Context: an optimization exercise on an open-source flow, tuned for small area, a short achievable clock period and few clock cycles per item. The choices shown serve that exercise and are no tape-out recipe. Where RTL was checked, it was by simulation tests only, not by an equivalence proof against the original. No functional check of the RTL was part of runs 1 to 4 and 7. Power figures rest on the tool's default switching activity, not on a simulated workload.

==> config.mk <==
export PLATFORM = sky130hd
export DESIGN_NAME = sorted_priority_queue_unit
export DESIGN_NICKNAME = sorted_priority_queue_unit
export VERILOG_FILES = /design/flow/design.v
export SDC_FILE = /design/flow/constraint.sdc
export NUM_CORES = 4
export LEC_CHECK = 0
export CAP_MARGIN = 20
export CORE_MARGIN = 2
export CORE_UTILIZATION = 40
export SETUP_SLACK_MARGIN = 3.2
export SLEW_MARGIN = 20
==> constraint.sdc <==
create_clock -name core_clock -period 5.5 [get_ports {clock}]
set_input_delay 1.1000 -clock core_clock [delete_from_list [all_inputs] [get_ports {clock}]]
set_output_delay 1.1000 -clock core_clock [all_outputs]
set_load 0.01 [all_outputs]
==> design.v <==
`default_nettype none
package spq_pkg;
   localparam int CAPACITY  = 16;
   localparam int TAG_WIDTH = 16;
   localparam int TAG_IN_W    = 16;
   localparam int PRIO_W      = 32;
   localparam int STATUS_W    = 2;
   localparam int COUNT_OUT_W = 5;
   localparam int STORED_TAG_W = (TAG_WIDTH < TAG_IN_W) ? TAG_WIDTH : TAG_IN_W;
   localparam int ADDR_W = $clog2(CAPACITY);
   localparam int CNT_W  = $clog2(CAPACITY + 1);
   localparam logic [CNT_W-1:0] CAP_CNT = CNT_W'(CAPACITY);
   localparam logic ACT_ENQ = 1'b0;
   localparam logic ACT_DEQ = 1'b1;
   localparam logic [STATUS_W-1:0] STATUS_OK    = 2'd0;
   localparam logic [STATUS_W-1:0] STATUS_EMPTY = 2'd1;
   localparam logic [STATUS_W-1:0] STATUS_FULL  = 2'd2;
endpackage
`default_nettype wire
`default_nettype none
import spq_pkg::*;
module sorted_priority_queue_unit (
   input  wire logic                   clock,
   input  wire logic                   reset,
   input  wire logic                   req_valid,
   output wire logic                   req_ready,
   input  wire logic                   req_action,
   input  wire logic [15:0]            req_item_tag,
   input  wire logic [31:0]            req_priority,
   output wire logic                   rsp_valid,
   input  wire logic                   rsp_ready,
   output wire logic [15:0]            rsp_out_tag,
   output wire logic [31:0]            rsp_out_priority,
   output wire logic                   rsp_out_valid,
   output wire logic [1:0]             rsp_status,
   output wire logic [4:0]             rsp_entry_count
);
   localparam int N = CAPACITY;
   logic                    z_valid;
   logic                    z_act;
   logic [STORED_TAG_W-1:0] z_tag;
   logic [PRIO_W-1:0]       z_prio;
   logic                    a_valid;
   logic                    a_act;
   logic [STORED_TAG_W-1:0] a_tag;
   logic [PRIO_W-1:0]       a_prio;
   logic                    b_valid;
   logic                    b_enq_ok;
   logic                    b_deq_ok;
   logic [STATUS_W-1:0]     b_status;
   logic [STORED_TAG_W-1:0] b_tag;
   logic [PRIO_W-1:0]       b_prio;
   logic [N-1:0]            b_ge;
   logic [CNT_W-1:0]        cnt;
   logic [PRIO_W-1:0]       s_prio [N];
   logic [STORED_TAG_W-1:0] s_tag  [N];
   logic apply, move, take, b_free, a_free;
   logic [N-1:0] sel_hold, sel_new, sel_left, sel_right;
   logic [N-1:0] cmp, ge;
   logic cmp_x, a_enq_ok, a_deq_ok, a_full, a_empty;
   logic [STATUS_W-1:0] a_status;
   logic [CNT_W-1:0] a_cnt;
   assign req_ready = !z_valid;
   assign take      = req_valid && !z_valid;
   assign b_free    = !b_valid || rsp_ready;
   assign apply     = b_valid && rsp_ready;
   assign move      = a_valid && b_free;
   assign a_free    = !a_valid || b_free;
   always_comb begin
      for (int i = 0; i < N; i++) begin
         sel_right[i] = apply && b_deq_ok;
         sel_new[i]   = apply && b_enq_ok && !b_ge[i] && (i == 0 || b_ge[(i + N - 1) % N]);
         sel_left[i]  = apply && b_enq_ok && !b_ge[i] && (i != 0 && !b_ge[(i + N - 1) % N]);
         sel_hold[i]  = !(sel_right[i] || sel_new[i] || sel_left[i]);
      end
   end
   always_comb begin
      for (int i = 0; i < N; i++) begin
         cmp[i] = s_prio[i] >= a_prio;
      end
      cmp_x = b_prio >= a_prio;
      for (int i = 0; i < N; i++) begin
         ge[i] = ((sel_hold[i] && cmp[i])
                  || (sel_new[i] && cmp_x)
                  || (sel_left[i] && i > 0 && cmp[(i + N - 1) % N])
                  || (sel_right[i] && i < N - 1 && cmp[(i + 1) % N]))
                 && CNT_W'(i) < cnt;
      end
      a_full   = cnt == CAP_CNT;
      a_empty  = cnt == '0;
      a_enq_ok = a_act == ACT_ENQ && !a_full;
      a_deq_ok = a_act == ACT_DEQ && !a_empty;
      a_status = (a_act == ACT_ENQ && a_full) ? STATUS_FULL :
                 ((a_act == ACT_DEQ && a_empty) ? STATUS_EMPTY : STATUS_OK);
      a_cnt    = a_enq_ok ? cnt + CNT_W'(1) : (a_deq_ok ? cnt - CNT_W'(1) : cnt);
   end
   always_ff @(posedge clock) begin
      for (int i = 0; i < N; i++) begin
         s_prio[i] <= ({PRIO_W{sel_hold[i]}} & s_prio[i])
                    | ({PRIO_W{sel_new[i]}}  & b_prio)
                    | ({PRIO_W{sel_left[i]}} & s_prio[(i + N - 1) % N])
                    | ({PRIO_W{sel_right[i] && i < N - 1}} & s_prio[(i + 1) % N]);
         s_tag[i]  <= ({STORED_TAG_W{sel_hold[i]}} & s_tag[i])
                    | ({STORED_TAG_W{sel_new[i]}}  & b_tag)
                    | ({STORED_TAG_W{sel_left[i]}} & s_tag[(i + N - 1) % N])
                    | ({STORED_TAG_W{sel_right[i] && i < N - 1}} & s_tag[(i + 1) % N]);
      end
   end
   always_ff @(posedge clock) begin
      if (reset) begin
         z_valid <= 1'b0;
         a_valid <= 1'b0;
         b_valid <= 1'b0;
         cnt     <= '0;
      end else begin
         if (z_valid) begin
            if (a_free) z_valid <= 1'b0;
         end else if (take && !a_free) begin
            z_valid <= 1'b1;
         end
         if (z_valid || take) begin
            if (a_free) a_valid <= 1'b1;
         end else if (move) begin
            a_valid <= 1'b0;
         end
         if (move) b_valid <= 1'b1;
         else if (apply) b_valid <= 1'b0;
         if (move) cnt <= a_cnt;
      end
      if (take && !a_free) begin
         z_act  <= req_action;
         z_tag  <= req_item_tag[STORED_TAG_W-1:0];
         z_prio <= req_priority;
      end
      if (a_free) begin
         if (z_valid) begin
            a_act  <= z_act;
            a_tag  <= z_tag;
            a_prio <= z_prio;
         end else begin
            a_act  <= req_action;
            a_tag  <= req_item_tag[STORED_TAG_W-1:0];
            a_prio <= req_priority;
         end
      end
      if (move) begin
         b_enq_ok <= a_enq_ok;
         b_deq_ok <= a_deq_ok;
         b_status <= a_status;
         b_tag    <= a_tag;
         b_prio   <= a_prio;
         b_ge     <= ge;
      end
   end
   assign rsp_valid        = b_valid;
   assign rsp_out_tag      = b_deq_ok ? TAG_IN_W'(s_tag[0]) : '0;
   assign rsp_out_priority = b_deq_ok ? s_prio[0] : '0;
   assign rsp_out_valid    = b_deq_ok;
   assign rsp_status       = b_status;
   assign rsp_entry_count  = COUNT_OUT_W'(cnt);
endmodule
`default_nettype wire
==> run.sh <==
#!/bin/bash
# synth_recipe.tcl (not shown) runs the flow's synth.tcl, then flattens the netlist and writes it again
# the make line also repeats each setting of config.mk as NAME=value (left out here)
make -C /OpenROAD-flow-scripts/flow DESIGN_CONFIG=/design/flow/config.mk WORK_HOME=/design/flow/orfs CLKGATE_MAP_FILE= SYNTH_SCRIPT=/design/flow/synth_recipe.tcl finish
==> flow_summary_export.csv, run 1 <==
group,metric,value,unit
timing,slew_violations,0,
cells_and_area,finish.instance_area,0.0668,sq mm
timing,hold_viol,0,
cells_and_area,fin_cells,7049,
hold_path,holdCritPathClass,"flop to flop",
placed_design,place.gp.congestion,0.951,
clock_network,path_clk_slew,70,ps
die,die_h,357,microns
cells_and_area,fill_cells,10400,
clock_network,clock-sinks,942,
synthesis,synth-async-reset-ratio,0,%
setup_path,worstPathArrival,3860,ps
timing,fmax,304,MHz
hold_path,min_path_cells,0,
cells_and_area,multi_input_comb_area,0.0302,sq mm
grt,antenna_found_initial,8,
clock_network,cts_tree,"yes",
synthesis,synth-edff-count,166,
clock_network,clk_path_buf_depth,3,
synthesis,yosysSeqAreaShare,41.2,%
placed_design,dpl-instance-area,0.0528,sq mm
routing,vias,49000,
timing,tightest_slew,1280,ps
synthesis,synth_top_area_share,31.2,%
synthesis,synthDistinctLibCells,66,
die,start_util,40.3,%
synthesis,netlist_top_cells_area,"dfxtp_1, ha_1, edfxtp_1",
grt,grt_pass1_vias,44500,
die,row_count,129,
synthesis,ys_seq_elements,942,
timing,relSlewSlack,13.3,%
timing,setup_viol,0,
setup_path,worst-path-max-fanout,17,
cells_and_area,regArea,0.0205,sq mm
clock_network,cts_inserted_buffers,104,
routing,ant_nets,0,
setup_path,r2r.worst_path.cells,7,
routing,drt_iter0_markers,7301,
synthesis,synth_area,0.0498,sq mm
die,die_area,0.127,sq mm
routing,viasPerCell,6.95,
synthesis,avgSynthCellArea,10.0,sq um
outcome,status,"complete, no violations",
cells_and_area,area_growth,34.2,%
timing,finalClockSkew,30.0,ps
clock_network,root_buffer,"clkbuf_16",
power_and_ir_drop,peakVddDrop,0.000322,V
synthesis,yosysTopAreaCell,"dfxtp_1",
power_and_ir_drop,p_seq_share,43.8,%
placed_design,dpl.hpwl,119000,microns
grt,grt_max_degree,70,
routing,wl_per_cell,32.5,microns
grt,grt_pass1_wl,302000,microns
setup_path,crit_type,"flop to flop",
grt,grt_overflow,0,
placed_design,port-buffer-count,110,
timing,fin_crit,3290,ps
routing,wl,229000,microns
power_and_ir_drop,power.internal,16.1,mW
clock_network,htreeDepth,3,
power_and_ir_drop,p_per_area,362,mW/mm^2
power_and_ir_drop,power_frac_comb,24.3,%
timing,postLayoutSetupSlackWorst,2210,ps
synthesis,ys_warn_count,3,
grt,grt_usage,31.4,%
die,ios,111,
power_and_ir_drop,leakagePower,28.3,nW
die,coreArea,0.124,sq mm
routing,first_pass_iters,14,
setup_path,cp-start-kind,"flop",
power_and_ir_drop,p_total,24.2,mW
power_and_ir_drop,netSwitchingPower,8.12,mW
synthesis,syn_inst,4962,
timing,rsz0062_at_grt,"yes",
placed_design,dp_slack,1200,ps
clock_network,clkLatencyLatePin,720,ps
die,dieWidth,357,microns
synthesis,synthFlopType,"dfxtp_1",
cells_and_area,fin_nets,5920,
timing,setup_tns,0,ps
power_and_ir_drop,switching_share,33.5,%
setup_path,required,6070,ps
routing,drcViolationCount,0,
power_and_ir_drop,pwr-share-clk,31.9,%
timing,fin_crit_sh,59.8,%
cells_and_area,drive_gt1_share,25.9,%
run,cap_violations,0,
setup_path,end_kind,"flop",
placed_design,dp_cells,6413,
synthesis,syn_nets,5562,
-- synthesized netlist by cell type, types with 5 or more instances --
library cell	instances
nand3_1	38
buf_2	7
and4_1	26
a31oi_1	17
a41oi_1	10
buf_1	35
a22o_1	377
o211ai_1	14
dfxtp_1	776
a222oi_1	48
a211oi_1	21
edfxtp_1	166
a221oi_1	20
nor3_1	32
a22oi_1	632
inv_1	112
clkbuf_1	404
and2_1	64
nand4_1	61
ha_1	547
o31ai_1	5
nor2_1	100
mux2_2	49
nand2_1	542
o21ai_0	94
nor2b_1	7
a2111oi_0	10
a221o_1	383
a21oi_1	177
o21a_1	16
nand2b_1	19
a21o_1	70
nor3b_1	9
or3_1	6
-- registers in the layout, summed over array words and instances, names as in the netlist, 2 cells and up --
| register | cells |
|---|---|
| s_prio | 512 |
| s_tag | 256 |
| a_prio | 32 |
| b_prio | 32 |
| z_prio | 32 |
| a_tag | 16 |
| b_ge | 16 |
| b_tag | 16 |
| z_tag | 16 |
| cnt | 5 |
| b_status | 2 |
-- path summary, 6_finish.rpt --
path / from / end / slack [ps]
max: a_prio[31] / b_ge[9] / 2210
min: a_tag[9] / b_tag[9] / 420
max reg2reg: a_prio[31] / b_ge[9] / 2210
min reg2reg: a_tag[9] / b_tag[9] / 420
-- what timing repair did --
action / CTS / global route
gates cloned: 85 / 74
pin swaps: 80 / 690
hold buffers: 0 / 0
setup endpoints to repair: 964 / 748
buffers inserted: 184 / 95
gates resized for setup: 710 / 510
-- metal layers --
metal | vias up | wire [microns] | global-route usage, %
met2 | 3587 | 95500 | 46.7
met4 | 6 | 16400 | 15.4
met5 | - | 43 | 0
met3 | 915 | 28700 | 7.50
met1 | 24000 | 88700 | 42.6
li1 | 20500 | - | -
-- metrics by stage --
step,hold slack (ps),util (%)
finish,415,54.0
global route,425,54.0
CTS,419,50.3
detailed placement,405,42.7
global placement,404,42.7
floorplan,400,-
-- worst max-delay path, stage by stage (launching register included) --
cell and delay, ps:
edfxtp_1 570, inv_1 140, buf_8 200, ha_1 310, nand4_1 200, o311ai_0 1140
o21ai_0 350, a41oi_2 250
-- kinds of logic (layout without fill, tap and decap cells) --
| logic type | count (synthesis) | count (layout) | share of synthesized area, % |
|---|---|---|---|
| AOI/OAI and AO/OA | 1935 | 1936 | 31.1 |
| DFF | 942 | 942 | 41.2 |
| and+or+nand+nor | 922 | 943 | 8.38 |
| buffers and inverters | 562 | 985 | 4.32 |
| adders and majority gates | 547 | 547 | 13.7 |
| muxes | 51 | 51 | 1.15 |
| xor gates and xnor gates | 3 | 3 | 0.0528 |
| other | 0 | 5 | 0 |
-- power by group through the flow --
| stage | Combinational (mW) | Sequential [mW] | Clock, mW |
|---|---|---|---|
| floorplan | 3.38 | 9.74 | 0 |
| global placement | 4.48 | 10.4 | 0 |
| detailed placement | 4.66 | 10.4 | 0 |
| CTS | 5.25 | 10.3 | 7.73 |
| global route | 6.37 | 10.7 | 8.01 |
| finish | 5.88 | 10.6 | 7.73 |
-- cell type report --
| cell class | count | share of cell area (%) |
|---|---|---|
| Timing Repair Buffer | 679 | 14.6 |
| Inverter | 112 | 0.773 |
| Timing Repair inverter | 1 | 0.0112 |
| Antenna cell | 5 | 0.0187 |
| Clock buffer | 154 | 4.62 |
| Multi-Input combinational cell | 3480 | 45.2 |
| Tap cell | 1637 | 3.07 |
| Clock inverter | 39 | 0.918 |
| Sequential cell | 942 | 30.7 |
-- cells in the final DEF, fill, tap and decap left out, types with 77 or more instances in the layout --
master | netlist | layout
a21oi_1 | 177 | 169
a221o_1 | 383 | 383
a22o_1 | 377 | 377
a22oi_1 | 632 | 402
a22oi_2 | 1 | 231
buf_12 | 0 | 102
buf_16 | 0 | 78
buf_4 | 0 | 229
buf_6 | 4 | 119
clkbuf_16 | 0 | 167
dfxtp_1 | 776 | 769
edfxtp_1 | 166 | 166
ha_1 | 547 | 520
inv_1 | 112 | 83
nand2_1 | 542 | 508
o21ai_0 | 94 | 77
==> inputs of run 2 (changes only) <==
--- a/config.mk
+++ b/config.mk
@@ -5,6 +5,7 @@
 export SDC_FILE = /design/flow/constraint.sdc
 export NUM_CORES = 4
 export LEC_CHECK = 0
+export ABC_CLOCK_PERIOD_IN_PS = 2300
 export CAP_MARGIN = 20
 export CORE_MARGIN = 2
 export CORE_UTILIZATION = 40
==> run 2 against run 1 <==
- register-to-register slack barely moved
- cell count stayed put
- flip-flop and latch count unchanged
- power stayed put
- critical path depth unchanged
- synthesized cell count stayed put
- global-route usage did not move
- largest cell class unchanged
==> flow_summary_export.csv, run 2 <==
group,metric,value,unit
timing,fin_crit_sh,59.8,%
clock_network,root_buffer,"clkbuf_16",
setup_path,required,6070,ps
power_and_ir_drop,p_total,24.2,mW
grt,busiest_layer,"met2",
synthesis,synth.most_common_cell,"dfxtp_1",
die,start_util,40.3,%
timing,slew_violations,0,
grt,grt_pass1_wl,302000,microns
cells_and_area,layout_commonest_cell,"dfxtp_1",
grt,met2_usage,46.7,%
outcome,status,"complete, no violations",
setup_path,worstPathArrival,3860,ps
synthesis,yosysTopAreaCell,"dfxtp_1",
run,cap_violations,0,
cells_and_area,layout_common_cells,"dfxtp_1, ha_1, nand2_1, a22oi_1, a221o_1",
grt,grt_pass1_vias,44500,
die,die_area,0.127,sq mm
synthesis,syn_inst,4962,
routing,wl_per_cell,32.5,microns
synthesis,synth-async-reset-ratio,0,%
setup_path,crit_type,"flop to flop",
timing,setup_viol,0,
hold_path,holdCritPathClass,"flop to flop",
routing,drcViolationCount,0,
timing,finalClockSkew,30.0,ps
synthesis,synth_area,0.0498,sq mm
routing,ant_nets,0,
grt,grtUsageMet3,7.50,%
power_and_ir_drop,p_per_area,362,mW/mm^2
cells_and_area,area_growth,34.2,%
die,dieWidth,357,microns
grt,grt_overflow,0,
placed_design,place.gp.congestion,0.951,
cells_and_area,fin_nets,5920,
die,row_count,129,
power_and_ir_drop,peakVddDrop,0.000322,V
die,die_h,357,microns
grt,gr-usage-met1,42.6,%
cells_and_area,largest_reg_flops,512,
synthesis,synth_common_cells,"dfxtp_1, a22oi_1, ha_1",
routing,wl,229000,microns
placed_design,dp_cells,6413,
die,coreArea,0.124,sq mm
routing,first_pass_iters,14,
timing,relSlewSlack,13.3,%
timing,tightest_slew,1280,ps
synthesis,synth_top_area_share,31.2,%
timing,setup_tns,0,ps
die,ios,111,
routing,viasPerCell,6.95,
setup_path,end_kind,"flop",
setup_path,cp-start-kind,"flop",
grt,antenna_found_initial,8,
routing,drt_iter0_markers,7301,
clock_network,clock-sinks,942,
synthesis,ys_seq_elements,942,
synthesis,netlist_top_cells_area,"dfxtp_1, ha_1, edfxtp_1",
synthesis,synthFlopType,"dfxtp_1",
synthesis,yosysSeqAreaShare,41.2,%
synthesis,ys_warn_count,3,
cells_and_area,top_regs,"s_prio (512), s_tag (256)",
power_and_ir_drop,leakagePower,28.3,nW
cells_and_area,drive_gt1_share,25.9,%
cells_and_area,regMostFlops,"s_prio",
timing,fmax,304,MHz
placed_design,port-buffer-count,110,
clock_network,clk_path_buf_depth,3,
synthesis,avgSynthCellArea,10.0,sq um
routing,vias,49000,
grt,grt_usage,31.4,%
timing,fin_crit,3290,ps
clock_network,path_clk_slew,70,ps
clock_network,cts_tree,"yes",
setup_path,worst-path-max-fanout,17,
clock_network,ctsHoldBuffers,0,
cells_and_area,fin_cells,7049,
clock_network,cts_inserted_buffers,104,
grt,grt_max_degree,70,
placed_design,dpl.hpwl,119000,microns
timing,hold_viol,0,
synthesis,synth-edff-count,166,
clock_network,htreeDepth,3,
synthesis,synthDistinctLibCells,66,
clock_network,clkLatencyLatePin,720,ps
synthesis,syn_nets,5562,
timing,rsz0062_at_grt,"yes",
==> run 2: cell counts after synthesis <==
No cell type changed its count.
==> run 2: per-layer routing <==
layer | up-vias | part of all wire [%]
li1 | 20500 | -
met2 | 3587 | 42
met1 | 24000 | 39
met3 | 915 | 13
met5 | - | 0.019
met4 | 6 | 7.2
==> run 2: timing repair <==
action	CTS	global route
cloned	85	74
gates resized for setup	710	510
setup buffers	184	95
endpoints found under the setup margin	964	748
pin swaps	80	690
==> run 2: through the flow <==
stage	hold slack (ps)	cell area, sq um	utilization (%)	setup slack (ps)
floorplan	400	50000	-	2240
global placement	404	52800	42.7	1310
detailed placement	405	52800	42.7	1200
CTS	419	62200	50.3	2420
global route	425	66800	54.0	2180
finish	415	66800	54.0	2210
==> run 2: cell type report <==
type	instances	area, sq um
Fill cell	10400	56800
Multi-Input combinational cell	3480	30200
Sequential cell	942	20500
Timing Repair Buffer	679	9780
Clock buffer	154	3090
Tap cell	1637	2050
Clock inverter	39	613
Inverter	112	517
Antenna cell	5	12.5
Timing Repair inverter	1	7.51
==> run 2: cells by family (layout without fill, tap and decap cells) <==
family                     Yosys count  in the layout  share of synthesized area [%]
DFF                                942            942                           41.2
and+or+nand+nor                    922            943                           8.38
xor gates and xnor gates             3              3                         0.0528
other                                0              5                              0
buffers and inverters              562            985                           4.32
adders and majority gates          547            547                           13.7
muxes                               51             51                           1.15
AOI/OAI and AO/OA                 1935           1936                           31.1
==> run 2: path summary, 6_finish.rpt <==
check,start,endpoint,slack [ps],depth (start not counted)
setup reg to reg,a_prio[31],b_ge[9],2210,7
setup / recovery,a_prio[31],b_ge[9],2210,7
hold / removal,a_tag[9],b_tag[9],420,0
hold reg to reg,a_tag[9],b_tag[9],420,0
==> run 2: worst max-delay path: stages, from the launching register on <==
cell and delay [ps]:
edfxtp_1 570, inv_1 140, buf_8 200, ha_1 310, nand4_1 200, o311ai_0 1140, o21ai_0 350, a41oi_2 250
==> run 2: report_power, final <==
| group | internal [mW] | leakage [nW] | switching, mW |
|---|---|---|---|
| registers | 8.57 | 8.00 | 2.04 |
| clock network | 4.62 | 1.82 | 3.11 |
| logic | 2.91 | 18.5 | 2.97 |
| total | 16.1 | 28.3 | 8.12 |
==> inputs of run 3 (changes only) <==
--- a/config.mk
+++ b/config.mk
@@ -5,9 +5,8 @@
 export SDC_FILE = /design/flow/constraint.sdc
 export NUM_CORES = 4
 export LEC_CHECK = 0
-export ABC_CLOCK_PERIOD_IN_PS = 2300
 export CAP_MARGIN = 20
 export CORE_MARGIN = 2
-export CORE_UTILIZATION = 40
-export SETUP_SLACK_MARGIN = 3.2
+export CORE_UTILIZATION = 65
+export SETUP_SLACK_MARGIN = 1.5
 export SLEW_MARGIN = 20
==> run 3 against run 2 <==
- still clean on timing, DRC and antenna
- synthesized area stayed put
- die area is 38% lower
- sequential share of layout area is 6.3 points higher
- power is 8.5% lower
- critical path depth is 3 higher
- combinational power is 19% lower
- cell count is 16% lower
- critical path type unchanged
- critical endpoint is now b_ge[13]
==> flow_summary_export.csv, run 3 <==
group,metric,value,unit
routing,ant_nets,0,
die,row_count,101,
grt,grt_usage,41.6,%
setup_path,crit_type,"flop to flop",
cells_and_area,drive_gt1_share,8.37,%
timing,tightest_slew,1090,ps
timing,fin_crit,3900,ps
routing,first_pass_iters,9,
synthesis,synth_common_cells,"dfxtp_1, a22oi_1, ha_1",
setup_path,worst-path-max-fanout,9,
clock_network,clk_path_buf_depth,3,
setup_path,r2r.worst_path.cells,10,
synthesis,ys_seq_elements,942,
timing,relSlewSlack,25.5,%
setup_path,end_kind,"flop",
routing,drcViolationCount,0,
synthesis,yosysSeqAreaShare,41.2,%
cells_and_area,largest_reg_flops,512,
routing,wl,168000,microns
setup_path,required,6040,ps
setup_path,regToRegStartpoint,"a_prio[23]",
cells_and_area,multi_input_comb_area,0.0274,sq mm
routing,vias,44100,
timing,rsz0062_at_grt,"no",
routing,viasPerCell,7.44,
clock_network,clkLatencyLatePin,690,ps
clock_network,ctsHoldBuffers,0,
cells_and_area,fin_cells,5926,
synthesis,syn_nets,5562,
cells_and_area,layout_commonest_cell,"dfxtp_1",
power_and_ir_drop,leakagePower,24.2,nW
clock_network,htreeDepth,3,
grt,grt_pass1_wl,253000,microns
grt,grt_max_degree,176,
synthesis,avgSynthCellArea,10.0,sq um
clock_network,path_clk_slew,70,ps
clock_network,cts_tree,"yes",
timing,setup_tns,0,ps
timing,hold_viol,0,
placed_design,place.gp.congestion,0.992,
grt,grt_pass1_vias,41600,
clock_network,root_buffer,"clkbuf_16",
timing,fin_crit_sh,70.9,%
cells_and_area,fin_nets,5466,
die,ios,111,
placed_design,dpl.hpwl,111000,microns
outcome,status,"complete, no violations",
synthesis,synthFlopType,"dfxtp_1",
placed_design,dp_cells,5738,
synthesis,syn_inst,4962,
cells_and_area,top_regs,"s_prio (512), s_tag (256)",
cells_and_area,fill_cells,5707,
setup_path,cp-start-kind,"flop",
setup_path,r2r-end,"b_ge[13]",
routing,drt_iter0_markers,6096,
synthesis,yosysTopAreaCell,"dfxtp_1",
grt,grt_overflow,0,
die,dieWidth,281,microns
die,start_util,65.7,%
cells_and_area,regMostFlops,"s_prio",
die,coreArea,0.0758,sq mm
timing,fmax,257,MHz
setup_path,crit_end,"b_ge[13]",
synthesis,ys_warn_count,3,
power_and_ir_drop,p_per_area,401,mW/mm^2
setup_path,worstPathArrival,4440,ps
clock_network,clock-sinks,942,
die,die_h,281,microns
synthesis,synth-edff-count,166,
setup_path,r2r_slack,1600,ps
timing,setup_viol,0,
grt,antenna_found_initial,3,
timing,finalClockSkew,35.3,ps
synthesis,synth-async-reset-ratio,0,%
synthesis,synthDistinctLibCells,66,
timing,slew_violations,0,
run,cap_violations,0,
placed_design,port-buffer-count,110,
power_and_ir_drop,peakVddDrop,0.000299,V
synthesis,synth_area,0.0498,sq mm
die,die_area,0.0788,sq mm
setup_path,startpoint,"a_prio[23]",
hold_path,holdCritPathClass,"flop to flop",
synthesis,netlist_top_cells_area,"dfxtp_1, ha_1, edfxtp_1",
clock_network,cts_inserted_buffers,101,
routing,wl_per_cell,28.3,microns
synthesis,synth_top_area_share,31.2,%
cells_and_area,regArea,0.0205,sq mm
synthesis,synth.most_common_cell,"dfxtp_1",
cells_and_area,area_growth,11.2,%
cells_and_area,layout_common_cells,"dfxtp_1, a22oi_1, ha_1, nand2_1, a221o_1",
run 3: cell counts after synthesis:
Identical to the previous run, type by type.
run 3: cell families after synthesis:
family / share of synthesized area, %
DFF: 41.2
adders and majority gates: 13.7
muxes: 1.15
xor gates and xnor gates: 0.0528
buffers and inverters: 4.32
AOI/OAI and AO/OA: 31.1
and+or+nand+nor: 8.38
run 3: what timing repair did:
action	4_1_cts	5_1_grt
gates resized for setup	0	7
pin swaps	0	0
gates cloned	0	0
setup endpoints to repair	28	9
setup buffers	2	0
run 3: worst min path at each step:
stage | slack, ps | depth (start not counted) | to | start
final | 420 | 0 | b_tag[4] | a_tag[4]
after floorplan | 400 | 0 | b_tag[0] | a_tag[0]
after global placement | 400 | 0 | b_tag[13] | a_tag[13]
after global routing | 420 | 0 | b_tag[2] | a_tag[2]
after detailed placement | 410 | 0 | b_tag[5] | a_tag[5]
after CTS | 420 | 0 | b_tag[4] | a_tag[4]
run 3: worst max-delay path, cell delays in order, from the launching register on:
cell and delay, ps:
edfxtp_1 370, inv_1 390, buf_4 280, ha_1 200, nand4_1 160, nor3_1 820, nand2_1 120, o211ai_1 670
a21oi_2 300, o22a_1 290, a31oi_1 170
run 3: power breakdown:
| part | switching [mW] | internal [mW] |
|---|---|---|
| Clock | 2.96 | 4.09 |
| Sequential | 1.79 | 8.57 |
| Combinational | 2.45 | 2.31 |
run 3: layout make-up:
type | count | area share, %
tap | 978 | 2.21
inverter | 112 | 0.762
clock inverter | 47 | 0.995
antenna | 2 | 0.00904
multi-input combinational | 3458 | 49.5
sequential | 942 | 37.1
timing repair buffer | 251 | 4.29
clock buffer | 136 | 5.12
run 3: per-layer routing:
| metal | part of all wire [%] | track usage, % |
|---|---|---|
| met1 | 39 | 53.6 |
| met2 | 44 | 64.1 |
| met3 | 11 | 9.85 |
| met4 | 6.0 | 23.2 |
| met5 | 0.0077 | 0 |
run 3: stage by stage:
stage | hold WS (ps) | utilization (%) | power [mW] | setup slack, ps | area (sq um)
after floorplan | 400 | - | 13.1 | 1760 | 49800
after global placement | 402 | 68.4 | 14.8 | 1460 | 51800
after detailed placement | 405 | 68.4 | 15.0 | 1390 | 51800
after CTS | 420 | 72.9 | 22.0 | 1600 | 55300
after global routing | 423 | 73.0 | 23.1 | 1540 | 55300
final | 417 | 73.0 | 22.2 | 1600 | 55300
==> inputs of run 4 (changes only) <==
--- a/design.v
+++ b/design.v
@@ -52,6 +52,8 @@
    logic [PRIO_W-1:0]       b_prio;
    logic [N-1:0]            b_ge;
    logic [CNT_W-1:0]        cnt;
+   logic [TAG_IN_W-1:0]     o_tag;
+   logic [PRIO_W-1:0]       o_prio;
    logic [PRIO_W-1:0]       s_prio [N];
    logic [STORED_TAG_W-1:0] s_tag  [N];
    logic apply, move, take, b_free, a_free;
@@ -93,6 +95,16 @@
       a_status = (a_act == ACT_ENQ && a_full) ? STATUS_FULL :
                  ((a_act == ACT_DEQ && a_empty) ? STATUS_EMPTY : STATUS_OK);
       a_cnt    = a_enq_ok ? cnt + CNT_W'(1) : (a_deq_ok ? cnt - CNT_W'(1) : cnt);
+   end
+   logic [PRIO_W-1:0]       h_prio;
+   logic [STORED_TAG_W-1:0] h_tag;
+   always_comb begin
+      h_prio = ({PRIO_W{sel_hold[0]}} & s_prio[0])
+             | ({PRIO_W{sel_new[0]}}  & b_prio)
+             | ({PRIO_W{sel_right[0]}} & s_prio[1]);
+      h_tag  = ({STORED_TAG_W{sel_hold[0]}} & s_tag[0])
+             | ({STORED_TAG_W{sel_new[0]}}  & b_tag)
+             | ({STORED_TAG_W{sel_right[0]}} & s_tag[1]);
    end
    always_ff @(posedge clock) begin
       for (int i = 0; i < N; i++) begin
@@ -144,6 +156,8 @@
          end
       end
       if (move) begin
+         o_tag    <= a_deq_ok ? TAG_IN_W'(h_tag) : '0;
+         o_prio   <= a_deq_ok ? h_prio : '0;
          b_enq_ok <= a_enq_ok;
          b_deq_ok <= a_deq_ok;
          b_status <= a_status;
@@ -153,8 +167,8 @@
       end
    end
    assign rsp_valid        = b_valid;
-   assign rsp_out_tag      = b_deq_ok ? TAG_IN_W'(s_tag[0]) : '0;
-   assign rsp_out_priority = b_deq_ok ? s_prio[0] : '0;
+   assign rsp_out_tag      = o_tag;
+   assign rsp_out_priority = o_prio;
    assign rsp_out_valid    = b_deq_ok;
    assign rsp_status       = b_status;
    assign rsp_entry_count  = COUNT_OUT_W'(cnt);
--- a/config.mk
+++ b/config.mk
@@ -8,5 +8,6 @@
 export CAP_MARGIN = 20
 export CORE_MARGIN = 2
 export CORE_UTILIZATION = 65
-export SETUP_SLACK_MARGIN = 1.5
+export SETUP_SLACK_MARGIN = 3.0
 export SLEW_MARGIN = 20
+export TNS_END_PERCENT = 5
==> run 4 against run 3 <==
- register-to-register slack improved by 860 ps
- clock-buffer cell count up 18
- highest routed layer unchanged
- critical path depth unchanged
- worst setup slack improved by 860 ps
==> flow_summary_export.csv, run 4 <==
group,metric,value,unit
outcome,status,"complete, no violations",
grt,grt_pass1_wl,275000,microns
timing,rsz0062_at_grt,"yes",
power_and_ir_drop,peakVddDrop,0.000310,V
routing,wl,187000,microns
setup_path,r2r-end,"b_ge[8]",
die,coreArea,0.0787,sq mm
setup_path,cp-start-kind,"flop",
routing,viasPerCell,7.54,
synthesis,ys_seq_elements,990,
timing,hold_viol,0,
cells_and_area,top_regs,"s_prio (512), s_tag (256)",
cells_and_area,regArea,0.0220,sq mm
clock_network,clkLatencyLatePin,710,ps
synthesis,synth_xor_area_share,0.0510,%
synthesis,synthMuxAreaShare,1.09,%
power_and_ir_drop,power_frac_comb,23.8,%
clock_network,path_clk_slew,60,ps
cells_and_area,fill_cells,5215,
synthesis,syn_inst,4980,
cells_and_area,finish.instance_area,0.0611,sq mm
cells_and_area,area_growth,18.8,%
die,dieWidth,285,microns
grt,antenna_found_initial,2,
cells_and_area,layout_common_cells,"dfxtp_1, a22oi_1, ha_1, nand2_1, a221o_1",
synthesis,avgSynthCellArea,10.3,sq um
timing,relSlewSlack,25.3,%
grt,grt_max_degree,186,
synthesis,synthAdderAreaFrac,13.3,%
cells_and_area,fin_nets,5697,
timing,fin_crit,3040,ps
cells_and_area,drive_gt1_share,16.7,%
setup_path,r2r_slack,2460,ps
die,row_count,103,
synthesis,synth_common_cells,"dfxtp_1, ha_1, a22oi_1",
die,ios,111,
synthesis,yosysSeqAreaShare,42.7,%
routing,ant_nets,0,
cells_and_area,multi_input_comb_area,0.0296,sq mm
grt,grt_usage,43.9,%
timing,setup_viol,0,
setup_path,r2r.worst_path.cells,10,
placed_design,dpl.hpwl,112000,microns
placed_design,place.gp.congestion,1.00,
die,start_util,65.4,%
power_and_ir_drop,p_per_area,387,mW/mm^2
die,die_h,285,microns
synthesis,synth_simple_gate_area_share,8.03,%
synthesis,synthDistinctLibCells,78,
placed_design,dpl-instance-area,0.0535,sq mm
synthesis,netlist_top_cells_area,"dfxtp_1, ha_1, edfxtp_1",
power_and_ir_drop,netSwitchingPower,7.84,mW
synthesis,synth_compound_area_share,30.4,%
timing,fin_crit_sh,55.3,%
synthesis,synth.most_common_cell,"dfxtp_1",
grt,grt_pass1_vias,44500,
routing,vias,47000,
power_and_ir_drop,leakagePower,25.8,nW
timing,finalClockSkew,36.2,ps
power_and_ir_drop,pwr-share-clk,30.3,%
cells_and_area,regMostFlops,"s_prio",
clock_network,root_buffer,"clkbuf_16",
cells_and_area,layout_commonest_cell,"dfxtp_1",
setup_path,worstPathArrival,3450,ps
synthesis,synth-edff-count,214,
clock_network,clock-sinks,990,
synthesis,synth_area,0.0515,sq mm
routing,wl_per_cell,30.0,microns
clock_network,clk_path_buf_depth,3,
grt,grt_overflow,0,
power_and_ir_drop,power.internal,15.8,mW
clock_network,cts_inserted_buffers,105,
synthesis,syn_nets,5580,
synthesis,ys_warn_count,3,
timing,hold_ws,418,ps
clock_network,htreeDepth,3,
synthesis,synth_top_family_by_area,"compound AO/OA/AOI/OAI gates",
clock_network,cts_tree,"yes",
cells_and_area,largest_reg_flops,512,
placed_design,port-buffer-count,110,
timing,tightest_slew,1110,ps
timing,setup_tns,0,ps
timing,slew_violations,0,
setup_path,crit_type,"flop to flop",
synthesis,synth-async-reset-ratio,0,%
synthesis,synth_top_area_share,30.2,%
synthesis,yosysTopAreaCell,"dfxtp_1",
setup_path,required,5910,ps
run,cap_violations,0,
routing,first_pass_iters,9,
synthesis,synthFlopType,"dfxtp_1",
setup_path,crit_end,"b_ge[8]",
power_and_ir_drop,switching_share,33.1,%
routing,drt_iter0_markers,6797,
power_and_ir_drop,p_seq_share,45.8,%
hold_path,holdCritPathClass,"flop to flop",
routing,drcViolationCount,0,
setup_path,worst-path-max-fanout,6,
timing,fmax,329,MHz
cells_and_area,n_antenna_cell,0,
setup_path,startpoint,"a_prio[9]",
setup_path,regToRegStartpoint,"a_prio[9]",
die,die_area,0.0815,sq mm
setup_path,end_kind,"flop",
## run 4: cell count changes after synthesis, sizes merged, moves of 9 or more
cell and change:
buf +126, clkbuf -126, a22oi -98, nand2 -55
a221o +52, edfxtp +48, a22o +46, a21o -29
o21ai +20, a21oi +16, nor2 -10, nand2b +9
nand3 +9
## run 4: metal layers
| metal | vias to the layer above | global-route usage (%) | share of wire (%) |
|---|---|---|---|
| met5 | - | 0 | 0.0075 |
| met4 | 2 | 30.5 | 7.7 |
| met3 | 848 | 11.2 | 11 |
| met2 | 3091 | 67.6 | 44 |
| met1 | 22900 | 54.2 | 37 |
| li1 | 20100 | - | - |
## run 4: critical path: stages (launching register included)
cell	delay (ps)
edfxtp_1	430
clkinvlp_4	250
buf_12	210
ha_4	250
a2111oi_4	320
o211ai_1	160
a21oi_2	210
o311ai_4	200
a211o_4	440
a22oi_2	190
a31oi_1	90
## run 4: worst min path at each step
stage / from / end / slack, ps / cells after the start
2_1_floorplan: a_tag[0] / b_tag[0] / 400 / 0
3_3_place_gp: a_tag[8] / b_tag[8] / 400 / 0
3_5_place_dp: a_tag[8] / b_tag[8] / 410 / 0
4_1_cts: a_tag[8] / b_tag[8] / 420 / 0
5_1_grt: a_tag[2] / b_tag[2] / 420 / 0
6_report: a_tag[8] / b_tag[8] / 420 / 0
## run 4: logic make-up (layout without fill, tap and decap cells)
logic type,Yosys count,in the layout
fa+ha+maj,547,547
buf+inv,568,753
mux,50,50
xor+xnor,3,3
flops,990,990
simple gates,884,906
compound gates,1938,1938
## run 4: power by group through the flow
stage                     Combinational [mW]  Clock [mW]  Sequential [mW]
after global placement                  4.39           0             10.8
after floorplan                         3.40           0             10.2
final                                   5.64        7.18             10.9
after CTS                               5.18        7.19             10.7
after global routing                    6.15        7.49             11.0
after detailed placement                4.58           0             10.8
## run 4: area by class of cell
| type | instances | area share, % |
|---|---|---|
| sequential | 990 | 36.0 |
| timing repair inverter | 1 | 0.0123 |
| timing repair buffer | 437 | 6.94 |
| multi-input combinational | 3444 | 48.4 |
| tap | 1050 | 2.15 |
| clock inverter | 43 | 0.810 |
| inverter | 118 | 0.874 |
| clock buffer | 154 | 4.81 |
## run 4: through the flow
step           setup slack, ps  instances  util (%)  power [mW]
2_1_floorplan             2020       4980         -        13.6
3_3_place_gp              1410       5836      68.0        15.2
3_5_place_dp              1310       5836      68.0        15.4
4_1_cts                   2560       6183      75.9        23.1
5_1_grt                   2420       6237      77.6        24.6
6_report                  2460       6237      77.6        23.7
## run 4: what timing repair did
item / 4_1_cts / 5_1_grt
setup buffers: 125 / 51
pin swaps: 112 / 103
hold buffers: 0 / 0
setup endpoints to repair: 940 / 697
cloned: 25 / 3
gates resized for setup: 326 / 159
==> inputs of run 5 (changes only) <==
--- a/design.v
+++ b/design.v
@@ -50,13 +50,19 @@
    logic [STATUS_W-1:0]     b_status;
    logic [STORED_TAG_W-1:0] b_tag;
    logic [PRIO_W-1:0]       b_prio;
-   logic [N-1:0]            b_ge;
+   logic [N-1:0]            b_cmp;
+   logic                    b_cmp_x;
+   logic [CNT_W-1:0]        b_pcnt;
+   logic                    p_enq;
+   logic                    p_deq;
+   logic [N-1:0]            p_ge;
    logic [CNT_W-1:0]        cnt;
    logic [TAG_IN_W-1:0]     o_tag;
    logic [PRIO_W-1:0]       o_prio;
    logic [PRIO_W-1:0]       s_prio [N];
    logic [STORED_TAG_W-1:0] s_tag  [N];
    logic apply, move, take, b_free, a_free;
+   logic [N-1:0] p_hold, p_new, p_left, p_right;
    logic [N-1:0] sel_hold, sel_new, sel_left, sel_right;
    logic [N-1:0] cmp, ge;
    logic cmp_x, a_enq_ok, a_deq_ok, a_full, a_empty;
@@ -70,24 +76,9 @@
    assign a_free    = !a_valid || b_free;
    always_comb begin
       for (int i = 0; i < N; i++) begin
-         sel_right[i] = apply && b_deq_ok;
-         sel_new[i]   = apply && b_enq_ok && !b_ge[i] && (i == 0 || b_ge[(i + N - 1) % N]);
-         sel_left[i]  = apply && b_enq_ok && !b_ge[i] && (i != 0 && !b_ge[(i + N - 1) % N]);
-         sel_hold[i]  = !(sel_right[i] || sel_new[i] || sel_left[i]);
-      end
-   end
-   always_comb begin
-      for (int i = 0; i < N; i++) begin
          cmp[i] = s_prio[i] >= a_prio;
       end
-      cmp_x = b_prio >= a_prio;
-      for (int i = 0; i < N; i++) begin
-         ge[i] = ((sel_hold[i] && cmp[i])
-                  || (sel_new[i] && cmp_x)
-                  || (sel_left[i] && i > 0 && cmp[(i + N - 1) % N])
-                  || (sel_right[i] && i < N - 1 && cmp[(i + 1) % N]))
-                 && CNT_W'(i) < cnt;
-      end
+      cmp_x    = b_prio >= a_prio;
       a_full   = cnt == CAP_CNT;
       a_empty  = cnt == '0;
       a_enq_ok = a_act == ACT_ENQ && !a_full;
@@ -95,6 +86,27 @@
       a_status = (a_act == ACT_ENQ && a_full) ? STATUS_FULL :
                  ((a_act == ACT_DEQ && a_empty) ? STATUS_EMPTY : STATUS_OK);
       a_cnt    = a_enq_ok ? cnt + CNT_W'(1) : (a_deq_ok ? cnt - CNT_W'(1) : cnt);
+   end
+   always_comb begin
+      for (int i = 0; i < N; i++) begin
+         p_right[i] = p_deq;
+         p_new[i]   = p_enq && !p_ge[i] && (i == 0 || p_ge[(i + N - 1) % N]);
+         p_left[i]  = p_enq && !p_ge[i] && (i != 0 && !p_ge[(i + N - 1) % N]);
+         p_hold[i]  = !(p_right[i] || p_new[i] || p_left[i]);
+      end
+      for (int i = 0; i < N; i++) begin
+         ge[i] = ((p_hold[i] && b_cmp[i])
+                  || (p_new[i] && b_cmp_x)
+                  || (p_left[i] && i > 0 && b_cmp[(i + N - 1) % N])
+                  || (p_right[i] && i < N - 1 && b_cmp[(i + 1) % N]))
+                 && CNT_W'(i) < b_pcnt;
+      end
+      for (int i = 0; i < N; i++) begin
+         sel_right[i] = apply && b_deq_ok;
+         sel_new[i]   = apply && b_enq_ok && !ge[i] && (i == 0 || ge[(i + N - 1) % N]);
+         sel_left[i]  = apply && b_enq_ok && !ge[i] && (i != 0 && !ge[(i + N - 1) % N]);
+         sel_hold[i]  = !(sel_right[i] || sel_new[i] || sel_left[i]);
+      end
    end
    logic [PRIO_W-1:0]       h_prio;
    logic [STORED_TAG_W-1:0] h_tag;
@@ -163,7 +175,12 @@
          b_status <= a_status;
          b_tag    <= a_tag;
          b_prio   <= a_prio;
-         b_ge     <= ge;
+         b_cmp    <= cmp;
+         b_cmp_x  <= cmp_x;
+         b_pcnt   <= cnt;
+         p_enq    <= apply && b_enq_ok;
+         p_deq    <= apply && b_deq_ok;
+         p_ge     <= ge;
       end
    end
    assign rsp_valid        = b_valid;
==> run 5 against run 4 <==
- still clean
- hold slack lost 16 ps
- clock-buffer cell count shrank 10
- non-clock buffer count shrank 60
- worst setup slack gained 120 ps
- flip-flop and latch count grew 24
- utilization shrank 1.4 points
- sequential power grew 6%
- die area grew 4.6%
- clock skew shrank 11 ps
- synthesized area grew 4.6%
- via count grew 0.64%
- critical endpoint is now b_cmp[9]
- largest power group unchanged
==> flow_summary_export.csv, run 5 <==
group,metric,value,unit
outcome,status,"complete, no violations",
clock_network,clock-sinks,1014,
cells_and_area,regMostFlops,"s_prio",
clock_network,root_buffer,"clkbuf_16",
hold_path,min_path_cells,0,
clock_network,clkLatencyLatePin,700,ps
routing,viasPerCell,7.16,
routing,wl_per_cell,28.2,microns
timing,fmax,342,MHz
routing,wl,187000,microns
clock_network,cts_inserted_buffers,105,
synthesis,synth_top_area_share,28.8,%
power_and_ir_drop,p_per_area,408,mW/mm^2
placed_design,place.gp.congestion,0.996,
synthesis,ys_seq_elements,1014,
timing,hold_viol,0,
grt,grt_pass1_vias,45400,
cells_and_area,largest_reg_flops,512,
synthesis,synth_common_cells,"a22oi_1, dfxtp_1, ha_1",
grt,grt_pass1_wl,275000,microns
grt,grt_usage,41.7,%
setup_path,crit_type,"flop to flop",
clock_network,clk_path_buf_depth,3,
synthesis,synth-edff-count,238,
timing,setup_viol,0,
setup_path,cp_cell_sequence,"buf_6 -> ha_1 -> nand2b_1 -> a2111oi_1 -> or4_1 -> a41o_4 -> a311oi_2 -> or3_4",
placed_design,dpl.hpwl,114000,microns
setup_path,worst-path-max-fanout,17,
cells_and_area,layout_common_cells,"a22oi_1, dfxtp_1, ha_1, nand2_1, mux2i_1",
routing,drcViolationCount,0,
power_and_ir_drop,p_total,25.6,mW
timing,fin_crit_sh,53.2,%
synthesis,synth-async-reset-ratio,0,%
cells_and_area,area_growth,16.3,%
timing,tightest_slew,1190,ps
die,die_h,292,microns
timing,finalClockSkew,24.8,ps
synthesis,yosysTopAreaCell,"dfxtp_1",
synthesis,synth.most_common_cell,"a22oi_1",
synthesis,syn_inst,5345,
routing,vias,47300,
synthesis,synth_area,0.0539,sq mm
setup_path,cp.depth,8,
placed_design,port-buffer-count,110,
setup_path,max_stage_delay,470,ps
timing,relSlewSlack,20.8,%
cells_and_area,fin_nets,6046,
synthesis,netlist_top_cells_area,"dfxtp_1, edfxtp_1, ha_1",
setup_path,cp-start-kind,"flop",
setup_path,r2r-end,"b_cmp[9]",
routing,first_pass_iters,10,
setup_path,worstPathArrival,3360,ps
grt,grt_max_degree,146,
setup_path,required,5930,ps
synthesis,synthFlopType,"dfxtp_1",
setup_path,startpoint,"a_prio[0]",
routing,wl_met1,72100,microns
die,start_util,65.6,%
routing,drt_iter0_markers,5826,
setup_path,regToRegStartpoint,"a_prio[0]",
grt,grt_overflow,0,
clock_network,path_clk_slew,60,ps
synthesis,ys_warn_count,3,
setup_path,critPathBufInv,1,
die,dieWidth,292,microns
die,ios,111,
routing,dr_wl_met3,18400,microns
cells_and_area,layout_commonest_cell,"a22oi_1",
routing,ant_nets,0,
die,row_count,105,
grt,antenna_found_initial,8,
hold_path,min_from,"a_tag[3]",
setup_path,r2r_slack,2580,ps
die,die_area,0.0852,sq mm
cells_and_area,top_regs,"s_prio (512), s_tag (256)",
setup_path,cp_top_family,"compound AO/OA/AOI/OAI gates",
timing,setup_tns,0,ps
synthesis,synthDistinctLibCells,78,
run,cap_violations,0,
routing,top_layer_used,"met5",
synthesis,syn_nets,5946,
timing,fin_crit,2920,ps
clock_network,htreeDepth,3,
synthesis,yosysSeqAreaShare,42.1,%
power_and_ir_drop,peakVddDrop,0.000335,V
hold_path,holdCritPathClass,"flop to flop",
setup_path,cpMaxStageDelayCell,"a2111oi_1",
clock_network,cts_tree,"yes",
hold_path,hold_end,"b_tag[3]",
cells_and_area,drive_gt1_share,12.9,%
setup_path,end_kind,"flop",
timing,rsz0062_at_grt,"yes",
power_and_ir_drop,leakagePower,28.0,nW
clock_network,ctsHoldBuffers,0,
synthesis,avgSynthCellArea,10.1,sq um
routing,met2_length,83200,microns
timing,slew_violations,0,
setup_path,r2r.worst_path.cells,8,
die,coreArea,0.0821,sq mm
[run 5: cell types whose count changed in the layout (fill, tap and decap cells not counted), moves of 48 or more]
cell,before,now
nor2_1,54,130
nand2_1,482,427
o21ai_0,65,391
buf_4,242,185
mux2i_1,1,392
a22o_1,423,97
nand3_1,44,110
a221o_1,435,97
a21o_1,40,153
a22oi_1,533,813
a222oi_1,48,0
[run 5: area by class of cell]
type	count	area, sq um
timing repair inverter	3	26.3
multi-input combinational	3874	30700
timing repair buffer	377	3960
clock inverter	56	519
sequential	1014	22700
antenna	2	5.00
inverter	70	362
fill	5674	19500
tap	1070	1340
clock buffer	144	3010
[run 5: per-stage QoR]
step	std cells	instance area, sq um	hold WS (ps)	util (%)	worst slack, ps
CTS	6555	61500	401	74.9	2700
detailed placement	6252	55900	407	68.1	1190
finish	6610	62600	403	76.3	2580
floorplan	5345	53900	400	-	1860
global route	6608	62600	422	76.3	2560
global placement	6252	55900	402	68.1	1300
[run 5: power breakdown]
group	switching, mW	internal (mW)
clock network	3.17	4.17
registers	2.05	9.49
logic	3.49	3.20
[run 5: cells by family after synthesis]
| family | share of synthesized area [%] |
|---|---|
| AO/OA/AOI/OAI | 24.5 |
| AND/OR/NAND/NOR | 8.49 |
| adder cells (fa/ha/maj) | 12.7 |
| XOR/XNOR | 0.0813 |
| flip-flops | 42.1 |
| multiplexers | 8.37 |
| buffers and inverters | 3.75 |
[run 5: worst max-delay path by stage]
stage	endpoint	slack [ps]
after floorplan	b_cmp[0]	1860
after global placement	s_prio[11][10]	1300
after detailed placement	s_prio[11][14]	1190
after CTS	rsp_entry_count[0]	2700
after global routing	b_cmp[9]	2560
final	b_cmp[9]	2580
[run 5: timing repair]
item / in CTS / in global routing
setup endpoints to repair: 942 / 679
buffers inserted: 86 / 47
cloned: 17 / 6
pin swaps: 45 / 36
resized for setup: 207 / 126
hold endpoints to repair: 0 / 0
[run 5: worst register-to-register path, stage by stage (launching register included)]
cell	delay [ps]
edfxtp_1	420
buf_6	200
ha_1	300
nand2b_1	160
a2111oi_1	470
or4_1	260
a41o_4	280
a311oi_2	130
or3_4	440
[run 5: routing by layer]
metal,global-route usage (%),vias to the layer above
met1,52.2,23000
met5,0,-
met2,65.7,2756
met3,9.38,706
met4,25.6,10
li1,-,20900
Testbench counts of run 5, summed over its fixed seeds: cycles 4,816, items 4,800.
==> inputs of run 6 (changes only) <==
==> flow/run.sh (new file) <==
#!/bin/bash
# Layout flow: the standard flow, with the port buffers made from
# sky130_fd_sc_hd__buf_4 instead of the delay buffer buffer_ports picks by
# default, so that repair can size them. Synthesis is the standard one.
set -euo pipefail
bash standard.sh synth > synth.log 2>&1
bash standard.sh "BUFFER_PORTS_ARGS=-buffer_cell sky130_fd_sc_hd__buf_4" finish > layout.log 2>&1
==> standard.sh (new file) <==
#!/bin/bash
# synth_recipe.tcl (not shown) runs the flow's synth.tcl, then flattens the netlist and writes it again
# the make line also repeats each setting of config.mk as NAME=value (left out here)
make -C /OpenROAD-flow-scripts/flow DESIGN_CONFIG=/design/flow/config.mk WORK_HOME=/design/flow/orfs CLKGATE_MAP_FILE= SYNTH_SCRIPT=/design/flow/synth_recipe.tcl "${@:-finish}"
removed: run.sh
==> run 6 against run 5 <==
- maximum frequency shrank 0.71%
- register-to-register slack lost 20 ps
- via count grew 0.85%
- sequential share of layout area grew 0.73 points
- flip-flop and latch count is the same
- power shrank 0.54%
==> flow_summary_export.csv, run 6 <==
group,metric,value,unit
timing,fin_crit,2940,ps
setup_path,cp-start-kind,"flop",
setup_path,required,6020,ps
placed_design,place.gp.congestion,1.05,
grt,grt_pass1_wl,285000,microns
power_and_ir_drop,switching_share,34.2,%
synthesis,synth_top_area_share,28.8,%
power_and_ir_drop,p_seq_share,45.3,%
power_and_ir_drop,peakVddDrop,0.000334,V
setup_path,worstPathArrival,3460,ps
outcome,status,"complete, no violations",
clock_network,clkLatencyLatePin,700,ps
cells_and_area,drive_gt1_share,13.6,%
routing,wl,193000,microns
setup_path,cp_cell_sequence,"clkinvlp_4 -> buf_4 -> ha_1 -> nand4_1 -> a211o_1 -> a2111oi_1 -> o21ai_0 -> nand2_1",
timing,tightest_slew,1180,ps
synthesis,yosysSeqAreaShare,42.1,%
power_and_ir_drop,leakagePower,27.6,nW
grt,grt_pass1_vias,45100,
setup_path,cp_top_family,"compound AO/OA/AOI/OAI gates",
timing,hold_viol,0,
power_and_ir_drop,power_frac_comb,25.9,%
grt,grt_usage,44.0,%
hold_path,holdCritPathClass,"flop to flop",
timing,slew_violations,0,
synthesis,avgSynthCellArea,10.1,sq um
routing,viasPerCell,7.25,
setup_path,cp.depth,8,
timing,relSlewSlack,21.3,%
setup_path,crit_type,"flop to flop",
timing,setup_tns,0,ps
synthesis,synthFlopType,"dfxtp_1",
timing,fmax,340,MHz
setup_path,crit_end,"b_cmp[7]",
placed_design,dp_slack,1620,ps
die,die_h,292,microns
grt,grt_max_degree,156,
grt,antenna_found_initial,7,
die,die_area,0.0852,sq mm
run,cap_violations,0,
routing,drt_iter0_markers,6240,
cells_and_area,area_growth,13.9,%
cells_and_area,layout_commonest_cell,"a22oi_1",
cells_and_area,largest_reg_flops,512,
setup_path,critPathBufInv,2,
timing,setup_viol,0,
die,start_util,65.6,%
clock_network,root_buffer,"clkbuf_16",
power_and_ir_drop,pwr-share-clk,28.7,%
power_and_ir_drop,p_total,25.4,mW
timing,fin_crit_sh,53.5,%
clock_network,htreeDepth,3,
timing,finalClockSkew,21.1,ps
synthesis,ys_warn_count,3,
power_and_ir_drop,netSwitchingPower,8.71,mW
routing,wl_per_cell,29.4,microns
setup_path,end_kind,"flop",
routing,first_pass_iters,9,
setup_path,startpoint,"a_prio[4]",
clock_network,ctsHoldBuffers,0,
synthesis,syn_inst,5345,
setup_path,cpMaxStageDelayCell,"a2111oi_1",
synthesis,synth-edff-count,238,
routing,drcViolationCount,0,
synthesis,synth.most_common_cell,"a22oi_1",
setup_path,r2r.worst_path.cells,8,
placed_design,dp_cells,6247,
synthesis,synth-async-reset-ratio,0,%
grt,grt_overflow,0,
clock_network,cts_inserted_buffers,106,
synthesis,yosysTopAreaCell,"dfxtp_1",
die,ios,111,
cells_and_area,layout_common_cells,"a22oi_1, dfxtp_1, ha_1, nand2_1, o21ai_0",
routing,vias,47700,
clock_network,clk_path_buf_depth,3,
power_and_ir_drop,p_per_area,414,mW/mm^2
die,dieWidth,292,microns
setup_path,regToRegStartpoint,"a_prio[4]",
synthesis,netlist_top_cells_area,"dfxtp_1, edfxtp_1, ha_1",
timing,postLayoutSetupSlackWorst,2560,ps
cells_and_area,fin_cells,6579,
clock_network,clock-sinks,1014,
clock_network,path_clk_slew,60,ps
setup_path,r2r_slack,2560,ps
cells_and_area,top_regs,"s_prio (512), s_tag (256)",
clock_network,cts_tree,"yes",
die,coreArea,0.0821,sq mm
setup_path,worst-path-max-fanout,8,
synthesis,synthDistinctLibCells,78,
synthesis,ys_seq_elements,1014,
timing,hold_ws,417,ps
cells_and_area,regMostFlops,"s_prio",
setup_path,max_stage_delay,610,ps
setup_path,r2r-end,"b_cmp[7]",
cells_and_area,fill_cells,5910,
synthesis,syn_nets,5946,
die,row_count,105,
power_and_ir_drop,power.internal,16.7,mW
hold_path,min_path_cells,0,
placed_design,dpl.hpwl,118000,microns
placed_design,port-buffer-count,110,
routing,ant_nets,0,
synthesis,synth_common_cells,"a22oi_1, dfxtp_1, ha_1",
synthesis,synth_area,0.0539,sq mm
cells_and_area,fin_nets,6013,
timing,rsz0062_at_grt,"yes",
==> run 6: final cells by class <==
type	instances	area, sq um	area share [%]
repair buffers	339	3000	4.88
multi-input cells	3881	30500	49.7
clock inverters	50	418	0.681
inverters	70	322	0.524
flip-flops and latches	1014	22700	37.0
clock buffers	151	3100	5.05
well taps	1070	1340	2.18
diodes	4	10.0	0.0163
==> run 6: worst min path at each step <==
stage / start / endpoint
after floorplan: a_tag[0] / b_tag[0]
after global placement: a_tag[15] / b_tag[15]
after detailed placement: a_tag[9] / b_tag[9]
after CTS: a_tag[12] / b_tag[12]
after global routing: a_tag[12] / b_tag[12]
final: a_tag[3] / b_tag[3]
==> run 6: power by group through the flow <==
stage / clock network, mW / registers, mW / logic (mW)
2_1_floorplan: 0 / 10.9 / 4.40
3_3_place_gp: 0 / 11.5 / 5.66
3_5_place_dp: 0 / 11.6 / 5.90
4_1_cts: 7.32 / 11.4 / 6.22
5_1_grt: 7.62 / 11.7 / 7.31
6_report: 7.31 / 11.5 / 6.59
==> run 6: through the flow <==
step | area [sq um] | util (%)
3_5_place_dp | 55600 | 67.8
4_1_cts | 60700 | 73.9
6_report | 61400 | 74.7
2_1_floorplan | 53900 | -
5_1_grt | 61400 | 74.7
3_3_place_gp | 55600 | 67.7
==> run 6: routing by layer <==
| metal | wire length (microns) | up-vias | track usage, % |
|---|---|---|---|
| met5 | 13 | - | 0 |
| met4 | 13900 | 2 | 27.4 |
| met3 | 22700 | 692 | 11.8 |
| met2 | 81700 | 3003 | 64.6 |
| met1 | 75200 | 23200 | 57.7 |
| li1 | - | 20800 | - |
==> run 6: worst reg2reg max path, cell delays in order, from the launching register on <==
cell,delay (ps)
edfxtp_1,390
clkinvlp_4,200
buf_4,230
ha_1,280
nand4_1,150
a211o_1,420
a2111oi_1,610
o21ai_0,250
nand2_1,230
==> run 6: repair_timing <==
action                                 in CTS  in global routing
endpoints found under the hold margin       0                  0
gates resized for setup                   131                 87
setup buffers                              91                 19
gates cloned                               15                  2
setup endpoints to repair                 852                829
pin swaps                                  30                 33
==> run 6: cells by family (layout without fill, tap and decap cells) <==
logic type | count (synthesis) | in the layout | synth area share [%]
other | 0 | 4 | 0
AND/OR/NAND/NOR | 973 | 980 | 8.49
AO/OA/AOI/OAI | 1894 | 1904 | 24.5
adder cells (fa/ha/maj) | 548 | 548 | 12.7
buffers and inverters | 467 | 610 | 3.75
flip-flops | 1014 | 1014 | 42.1
XOR/XNOR | 5 | 5 | 0.0813
multiplexers | 444 | 444 | 8.37
==> inputs of run 7 (changes only) <==
--- a/design.v
+++ b/design.v
@@ -57,8 +57,6 @@
    logic                    p_deq;
    logic [N-1:0]            p_ge;
    logic [CNT_W-1:0]        cnt;
-   logic [TAG_IN_W-1:0]     o_tag;
-   logic [PRIO_W-1:0]       o_prio;
    logic [PRIO_W-1:0]       s_prio [N];
    logic [STORED_TAG_W-1:0] s_tag  [N];
    logic apply, move, take, b_free, a_free;
@@ -107,16 +105,6 @@
          sel_left[i]  = apply && b_enq_ok && !ge[i] && (i != 0 && !ge[(i + N - 1) % N]);
          sel_hold[i]  = !(sel_right[i] || sel_new[i] || sel_left[i]);
       end
-   end
-   logic [PRIO_W-1:0]       h_prio;
-   logic [STORED_TAG_W-1:0] h_tag;
-   always_comb begin
-      h_prio = ({PRIO_W{sel_hold[0]}} & s_prio[0])
-             | ({PRIO_W{sel_new[0]}}  & b_prio)
-             | ({PRIO_W{sel_right[0]}} & s_prio[1]);
-      h_tag  = ({STORED_TAG_W{sel_hold[0]}} & s_tag[0])
-             | ({STORED_TAG_W{sel_new[0]}}  & b_tag)
-             | ({STORED_TAG_W{sel_right[0]}} & s_tag[1]);
    end
    always_ff @(posedge clock) begin
       for (int i = 0; i < N; i++) begin
@@ -168,8 +156,6 @@
          end
       end
       if (move) begin
-         o_tag    <= a_deq_ok ? TAG_IN_W'(h_tag) : '0;
-         o_prio   <= a_deq_ok ? h_prio : '0;
          b_enq_ok <= a_enq_ok;
          b_deq_ok <= a_deq_ok;
          b_status <= a_status;
@@ -184,8 +170,8 @@
       end
    end
    assign rsp_valid        = b_valid;
-   assign rsp_out_tag      = o_tag;
-   assign rsp_out_priority = o_prio;
+   assign rsp_out_tag      = b_deq_ok ? TAG_IN_W'(s_tag[0]) : '0;
+   assign rsp_out_priority = b_deq_ok ? s_prio[0] : '0;
    assign rsp_out_valid    = b_deq_ok;
    assign rsp_status       = b_status;
    assign rsp_entry_count  = COUNT_OUT_W'(cnt);
==> run.sh (new file) <==
#!/bin/bash
# synth_recipe.tcl (not shown) runs the flow's synth.tcl, then flattens the netlist and writes it again
# the make line also repeats each setting of config.mk as NAME=value (left out here)
make -C /OpenROAD-flow-scripts/flow DESIGN_CONFIG=/design/flow/config.mk WORK_HOME=/design/flow/orfs CLKGATE_MAP_FILE= SYNTH_SCRIPT=/design/flow/synth_recipe.tcl finish
--- a/config.mk
+++ b/config.mk
@@ -8,6 +8,5 @@
 export CAP_MARGIN = 20
 export CORE_MARGIN = 2
 export CORE_UTILIZATION = 65
-export SETUP_SLACK_MARGIN = 3.0
+export SETUP_SLACK_MARGIN = 1.5
 export SLEW_MARGIN = 20
-export TNS_END_PERCENT = 5
removed: flow/run.sh
removed: standard.sh
==> run 7 against run 6 <==
- maximum frequency down 24%
- via count down 1.7%
- worst setup slack worse by 950 ps
- sequential power up 5%
- utilization down 2.8 points
- flip-flop and latch count down 48
- register-to-register slack worse by 950 ps
- cell count up 1.1%
- clock power down 2%
- power up 5.5%
- largest cell class unchanged
- highest routed layer unchanged
==> flow_summary_export.csv, run 7 <==
group,metric,value,unit
die,dieWidth,290,microns
synthesis,synth_xor_area_share,0.0821,%
die,row_count,105,
routing,first_pass_iters,6,
power_and_ir_drop,peakVddDrop,0.000343,V
synthesis,synth-edff-count,190,
outcome,status,"complete, no violations",
timing,fin_crit_sh,70.8,%
die,die_h,290,microns
synthesis,synth_top_family_by_area,"compound AO/OA/AOI/OAI gates",
die,ios,111,
routing,ant_nets,0,
routing,viasPerCell,7.05,
cells_and_area,multi_input_comb_area,0.0302,sq mm
synthesis,netlist_top_cells_area,"dfxtp_1, ha_1, edfxtp_1",
cells_and_area,regMostFlops,"s_prio",
setup_path,cp-start-kind,"flop",
cells_and_area,area_growth,10.3,%
synthesis,synthDistinctLibCells,74,
placed_design,dpl-instance-area,0.0553,sq mm
setup_path,worst-path-max-fanout,11,
clock_network,root_buffer,"clkbuf_16",
die,coreArea,0.0817,sq mm
hold_path,hold_end,"b_tag[5]",
run,cap_violations,0,
power_and_ir_drop,leakagePower,25.7,nW
timing,finalClockSkew,19.5,ps
clock_network,cts_resized,0,
synthesis,synth.most_common_cell,"dfxtp_1",
synthesis,yosysTopAreaCell,"dfxtp_1",
synthesis,synth_top_area_share,29.1,%
routing,wl,177000,microns
routing,wl_per_cell,26.6,microns
clock_network,clkLatencyLatePin,690,ps
timing,setup_tns,0,ps
synthesis,syn_nets,6214,
timing,rsz0062_at_grt,"no",
timing,setup_viol,0,
grt,grt_pass1_vias,45500,
cells_and_area,fin_nets,6093,
setup_path,r2r_slack,1600,ps
routing,vias,46900,
clock_network,post-cts-setup-buffers,0,
setup_path,r2r.worst_path.cells,9,
die,start_util,65.3,%
setup_path,crit_type,"flop to flop",
synthesis,synthFlopType,"dfxtp_1",
clock_network,clk_path_buf_depth,3,
synthesis,synth_common_cells,"dfxtp_1, a22oi_1, ha_1",
timing,tightest_slew,1150,ps
synthesis,synth_compound_area_share,22.1,%
cells_and_area,top_regs,"s_prio (512), s_tag (256)",
clock_network,ctsHoldBuffers,0,
routing,drt_iter0_markers,5422,
clock_network,cts_inserted_buffers,102,
synthesis,synthAdderAreaFrac,12.9,%
routing,drcViolationCount,0,
grt,antenna_found_initial,7,
cells_and_area,drive_gt1_share,7.14,%
setup_path,required,5890,ps
timing,relSlewSlack,22.3,%
synthesis,yosysSeqAreaShare,39.8,%
grt,grt_overflow,0,
hold_path,holdCritPathClass,"flop to flop",
setup_path,regToRegStartpoint,"a_prio[3]",
cells_and_area,layout_commonest_cell,"dfxtp_1",
cells_and_area,largest_reg_flops,512,
die,die_area,0.0844,sq mm
synthesis,synth-async-reset-ratio,0,%
power_and_ir_drop,p_per_area,456,mW/mm^2
placed_design,place.gp.congestion,0.939,
==> run 7: stage by stage <==
stage                     power (mW)  setup WS (ps)  hold slack [ps]  util (%)  cells
after floorplan                 16.7           1630              400         -   5613
after global placement          19.2           1190              402      67.7   6456
after detailed placement        19.5           1090              405      67.7   6457
after CTS                       26.6           1710              419      71.9   6645
after global routing            28.3           1520              421      72.0   6647
final                           26.8           1600              419      72.0   6649
==> run 7: area by class of cell <==
type,instances,area share [%]
inverters,71,0.468
flip-flops and latches,966,36.1
diodes,3,0.0128
well taps,1070,2.28
repair buffers,240,3.86
clock inverters,36,0.800
multi-input cells,4111,51.4
clock buffers,152,5.06
==> run 7: worst max-delay path by stage <==
| stage | from | endpoint | slack, ps | depth (start not counted) |
|---|---|---|---|---|
| after CTS | a_prio[9] | b_cmp[6] | 1710 | 9 |
| after floorplan | rsp_ready | z_act | 1630 | 3 |
| after global routing | p_deq | s_prio[10][15] | 1520 | 7 |
| after global placement | rsp_ready | s_prio[10][23] | 1190 | 7 |
| final | a_prio[3] | b_cmp[10] | 1600 | 9 |
| after detailed placement | rsp_ready | s_prio[10][15] | 1090 | 7 |
==> run 7: critical path, delay by kind of cell, from the launching register on <==
family	cells	cell delay [ps]
AO/OA/AOI/OAI	6	2470
buffers and inverters	2	510
flip-flops	1	400
adder cells (fa/ha/maj)	1	210
==> run 7: cells by family (layout without fill, tap and decap cells) <==
| group | after synthesis | count (layout) |
|---|---|---|
| adder cells (fa/ha/maj) | 548 | 548 |
| other | 0 | 3 |
| flip-flops | 966 | 966 |
| multiplexers | 493 | 493 |
| buffers and inverters | 536 | 499 |
| AO/OA/AOI/OAI | 1689 | 1689 |
| AND/OR/NAND/NOR | 1376 | 1376 |
| XOR/XNOR | 5 | 5 |
==> run 7: report_power, final <==
group / switching, mW / internal, mW
logic: 3.90 / 3.72
registers: 2.61 / 9.45
clock network: 3.05 / 4.09
total: 9.57 / 17.3
==> run 7: routing by layer <==
layer  global-route usage, %  up-vias  routed length, microns
li1                        -    21100                       -
met1                    53.5    22800                   71800
met2                    64.2     2432                   79200
met3                    7.53      537                   15900
met4                    22.1        8                   10100
met5                       0        -                      61

==> port drivers added, routing unchanged <==
Ports are ideal in the flow. The routed layouts listed here were re-timed in OpenROAD. Step 1 sets driving cells, clkbuf_16 on the clock port and buf_2 on the other inputs (assumed; they add their load-dependent delay and slew). Step 2 times the ports against the registers' clock, not the clock port: input delays grow and output delays shrink by t, the midpoint of the rising clock arrivals with the driver on. a / b / c = ideal ports / drivers / drivers and shift; a / b = the first two.
run | t (ns) | setup WS [ns]
run 1 | 0.782 | 2.208 / 2.208 / 2.203
run 2 | 0.782 | 2.208 / 2.208 / 2.203
run 3 | 0.748 | 1.602 / 1.602 / 1.306
run 4 | 0.767 | 2.460 / 2.460 / 1.916
run 5 | 0.761 | 2.576 / 2.576 / 1.995
run 6 | 0.762 | 2.555 / 2.555 / 1.909
run 7 | 0.752 | 1.603 / 1.603 / 0.917
After both steps setup and hold are still met in every run listed.
